What follows belongs to an exercise in optimizing a design on an open flow for small area and few clock cycles per item; a production flow would make more cautious choices. RTL that was checked went through simulation tests only; none was proved equivalent to the original.

== job 910 ==
==> flow/design.v (excerpt) <==
module bfp_decomp (
  input  logic        clk,
  input  logic        rst,
  input  logic [63:0] s_axis_tdata,
  input  logic [7:0]  s_axis_tkeep,
  input  logic        s_axis_tvalid,
  output logic        s_axis_tready,
  input  logic        s_axis_tlast,
  input  logic [31:0] s_axis_tuser,
  output logic [63:0] m_axis_tdata,
  output logic [7:0]  m_axis_tkeep,
  output logic        m_axis_tvalid,
  output logic        m_axis_tlast,
  output logic [31:0] m_axis_tuser,
  input  logic [3:0]  ctrl_ud_comp_meth,
  input  logic [3:0]  ctrl_ud_iq_width
);
For scale: roughly 220 I/O pins, ~14000 um^2 of cells after synthesis.
export LEC_CHECK = 0
export ABC_AREA = 1
export CAP_MARGIN = 20
export CORE_MARGIN = 2
export CORE_UTILIZATION = 40
export CTS_BUF_LIST = sky130_fd_sc_hd__clkbuf_8
export CTS_CLUSTER_DIAMETER = 40
export SLEW_MARGIN = 20
create_clock -name core_clock -period 8.0 [get_ports {clk}]
standard.sh (not shown) runs the stock make flow with config.mk's settings and CLKGATE_MAP_FILE= SYNTH_SCRIPT=/design/flow/synth_recipe.tcl, a recipe that flattens the netlist after the stock synthesis.
==> flow/flow/run.sh <==
#!/bin/bash
# The standard layout (standard.sh), with two changes to how it is made:
#  - Yosys's ABC maps the logic with an area-oriented script (flow/abc_area.script,
#    used in place of ORFS's abc_area.script; ABC_AREA is 1). Registers are
#    mapped before ABC runs, so they are the standard synthesis's.
#  - the port buffers are sky130_fd_sc_hd__buf_1 cells.
# Each tool's output is in orfs/logs; standard.sh's own output in standard_flow.log.
set -euo pipefail
here=$(pwd)
rm -rf "$here/orfs_scripts"
cp -r "$FLOW_HOME/scripts" "$here/orfs_scripts"
cp "$here/flow/abc_area.script" "$here/orfs_scripts/abc_area.script"
export SCRIPTS_DIR="$here/orfs_scripts"
export BUFFER_PORTS_ARGS="-buffer_cell sky130_fd_sc_hd__buf_1"
bash standard.sh > standard_flow.log 2>&1
==> flow/flow/abc_area.script <==
strash
&get -n
&deepsyn -T 20
&put
dch
amap
topo
stime -c
Having completed the whole flow, job 910 delivered a layout that passed the timing, DRC and antenna checks.
Testbench counts of job 910, summed over its fixed seeds: cycles 10,627, items 10,579.
Modified inputs, job 2527 compared to job 910
- a deleted CTS_BUF_LIST that had been sky130_fd_sc_hd__clkbuf_8
- a deleted CTS_CLUSTER_DIAMETER that had been 40
==> comparison <==
- The run with more setup slack is job 910; job 2527 has less.
- In terms of global-route usage, job 910 and job 2527 differ only marginally.
- Job 2527 finished every step from synthesis to the final layout, and the layout passed the timing, DRC and antenna checks.
- Of job 2527 and job 910, the higher clock network latency to the later pin of the worst-skew pair belongs to job 910.
- The clock buffer count in job 2527 sits 2 above the value recorded for job 910.
- Cell area in job 2527 vs job 910: up about 1.2%
- Met2 routing resource usage after global routing in job 2527 vs job 910: up 0.37 points
Edits applied to the flow inputs when going from job 2527 to job 894:
- CTS_BUF_LIST now sky130_fd_sc_hd__clkbuf_8, previously not set
Findings:
A critical path startpoint of iqw_q[2]$_DFF_P_ is what job 894 shows, while iqw_q[3]$_DFF_P_ belongs to job 2527. Job 894: full flow OK, the timing, DRC and antenna checks passed. Compare job 894 and job 2527 | critical path depth higher: job 894. dfxtp_1 as the cell with the largest stage delay on the worst path was reported by job 894, and nor2_1 by job 2527. Detailed-routed wire length on met2 ended up 0.46% lower on job 894 than on job 2527. Global routing met1 resource utilization: job 894 vs job 2527 down 0.48 points.

* * *

Another version of the RTL of bfp_decomp (not shown whole).
For scale: roughly 3,200 cells after synthesis, roughly 180 flip-flops, ~220 I/O pins.
## bfp_decomp
module bfp_decomp (
  input  logic        clk,
  input  logic        rst,
  input  logic [63:0] s_axis_tdata,
  input  logic [7:0]  s_axis_tkeep,
  input  logic        s_axis_tvalid,
  output logic        s_axis_tready,
  input  logic        s_axis_tlast,
  input  logic [31:0] s_axis_tuser,
  output logic [63:0] m_axis_tdata,
  output logic [7:0]  m_axis_tkeep,
  output logic        m_axis_tvalid,
  output logic        m_axis_tlast,
  output logic [31:0] m_axis_tuser,
  input  logic [3:0]  ctrl_ud_comp_meth,
  input  logic [3:0]  ctrl_ud_iq_width
);
  logic        in_pkt_q, last_in_q, bfp_q, expd_q;
  logic [3:0]  iqw_q, exp_q;
  logic [2:0]  k_q;           
  logic [3:0]  r_q;           
  logic [6:0]  sh_q;          
  logic [59:0] beat_q;        
  logic [63:0] din;
  logic [123:0] cat;
  logic        acc, want_acc;
  logic        f_bfp, f_w15, f_ext, f_xo, f_eop;
  logic [3:0]  f_e, f_r;
  logic [6:0]  f_sh;
  logic        k5, xneed, ge_w, ge_w2, ge_2, m_xo, m_ext, lastseen, rb_left, nx;
  logic        fits_x, take_x, m_eop, cap;
  logic [4:0]  wq5;
  logic [4:0]  xa;
  logic [3:0]  e_x;
  logic [1:0]  csel;
  logic [3:0]  rr [4];
  logic [3:0]  r_nxt, e_nxt;
  logic        bfp, ext, xo, eop;
  logic [3:0]  iqw, e;
  logic [4:0]  w;
  logic [6:0]  sh;
  logic [63:0] v;
  logic [15:0] lo_keep, hi_fill, sg_sel;
  logic [3:0][15:0] smp;
  logic        unused_ok;
  assign unused_ok    = &{1'b0, s_axis_tkeep};
  assign m_axis_tkeep = 8'hFF;
  assign din = bfp_pkg::byte_reverse(s_axis_tdata);
  assign cat = {beat_q, din};
  assign f_bfp = (ctrl_ud_comp_meth == bfp_pkg::COMP_METH_BFP) && (ctrl_ud_iq_width != 4'd0);
  assign f_w15 = (ctrl_ud_iq_width == 4'd15);
  assign f_e   = f_bfp ? din[59:56] : 4'd0;
  assign f_ext = !f_bfp || !f_w15;
  assign f_xo  = f_bfp && f_w15;
  assign f_eop = !f_bfp && s_axis_tlast;
  assign f_r   = !f_bfp ? 4'd0 : f_w15 ? 4'd14 : 4'd14 - ctrl_ud_iq_width;
  assign f_sh  = f_bfp ? 7'd68 + {3'b0, ctrl_ud_iq_width} + {3'b0, f_e} : 7'd76;
  assign wq5   = bfp_q ? {1'b0, iqw_q} : 5'd16;
  assign k5    = (k_q == 3'd5);
  assign xneed = bfp_q && (k_q == 3'd0) && !expd_q;
  assign ge_w  = {1'b0, r_q} >= wq5;
  assign ge_w2 = {1'b0, r_q} >= wq5 + 5'd2;
  assign ge_2  = r_q >= 4'd2;
  assign want_acc = !in_pkt_q ? 1'b1 :
  ...
clock: 8.0 ns
lec_check: 0
abc_area: 1
cap_margin: 20
core_margin: 2
core_utilization: 40
slew_margin: 20
==> flow/flow/run.sh <==
#!/bin/bash
cp standard.sh standard_sh_copy.log
export BUFFER_PORTS_ARGS="-buffer_cell sky130_fd_sc_hd__buf_1"
bash standard.sh > standard_flow.log 2>&1
Change:
--- a/flow/flow/run.sh
+++ b/flow/flow/run.sh
@@ -2 +2,12 @@
-cp standard.sh standard_sh_copy.log
+# The standard layout (standard.sh), with two changes to how it is made:
+#  - Yosys's ABC maps the logic with an area-oriented script (flow/abc_area.script,
+#    used in place of ORFS's abc_area.script; ABC_AREA is 1). Registers are
+#    mapped before ABC runs, so they are the standard synthesis's.
+#  - the port buffers are sky130_fd_sc_hd__buf_1 cells.
+# Each tool's output is in orfs/logs; standard.sh's own output in standard_flow.log.
+set -euo pipefail
+here=$(pwd)
+rm -rf "$here/orfs_scripts"
+cp -r "$FLOW_HOME/scripts" "$here/orfs_scripts"
+cp "$here/flow/abc_area.script" "$here/orfs_scripts/abc_area.script"
+export SCRIPTS_DIR="$here/orfs_scripts"
==> flow/flow/abc_area.script (new file) <==
strash
dch
amap
topo
stime -c
=> The changed run went through all stages and came out clean. Setup slack loses 0.85 ns. Sequential share of layout area grows by 1.2 points. Global-route usage drops by 3.1 points. Clock skew went down by 0.0035 ns. Routed wire length decreases by 28%. Non-clock buffer count grows by 246. First-iteration DRC count is lower by about 40%.
No run of this note included a check of the RTL's function; only the layout flow was run.

==> what the ideal ports hide <==
The results above use ideal ports. As a check the final layouts listed here were re-extracted and re-timed, cells and wires unchanged.
Step 1 sets driving cells, clkbuf_16 on the clock port and buf_2 on the other inputs (assumed; they add their load-dependent delay and slew).
Step 2, shift: input delay + t, output delay - t, t = (earliest + latest rising clock arrival at the registers) / 2. This alone moves slack from input paths to output paths.
a / b / c = no drivers / after step 1 / after step 2; a / b = the first two.
| run | t (ns) | setup slack, ns | worst setup path at the end |
|---|---|---|---|
| job 910 | 0.562 | 0.338 / 0.287 / 0.777 | input to register |
| job 2527 | 0.512 | 0.274 / 0.219 / 0.731 | register to output |
| job 894 | 0.562 | 0.338 / 0.287 / 0.777 | input to register |
| the first run of note 2 | 0.545 | 1.040 / 1.075 / 0.530 | input to register |
| the second run of note 2 | 0.561 | 0.192 / 0.216 / -0.345 | input to register |
With both steps, setup timing fails in the second run of note 2, where it was met with ideal ports. The setup slack of the second run of note 2, which loses most, moves by +0.024 ns with the drivers and by -0.537 ns with both steps.
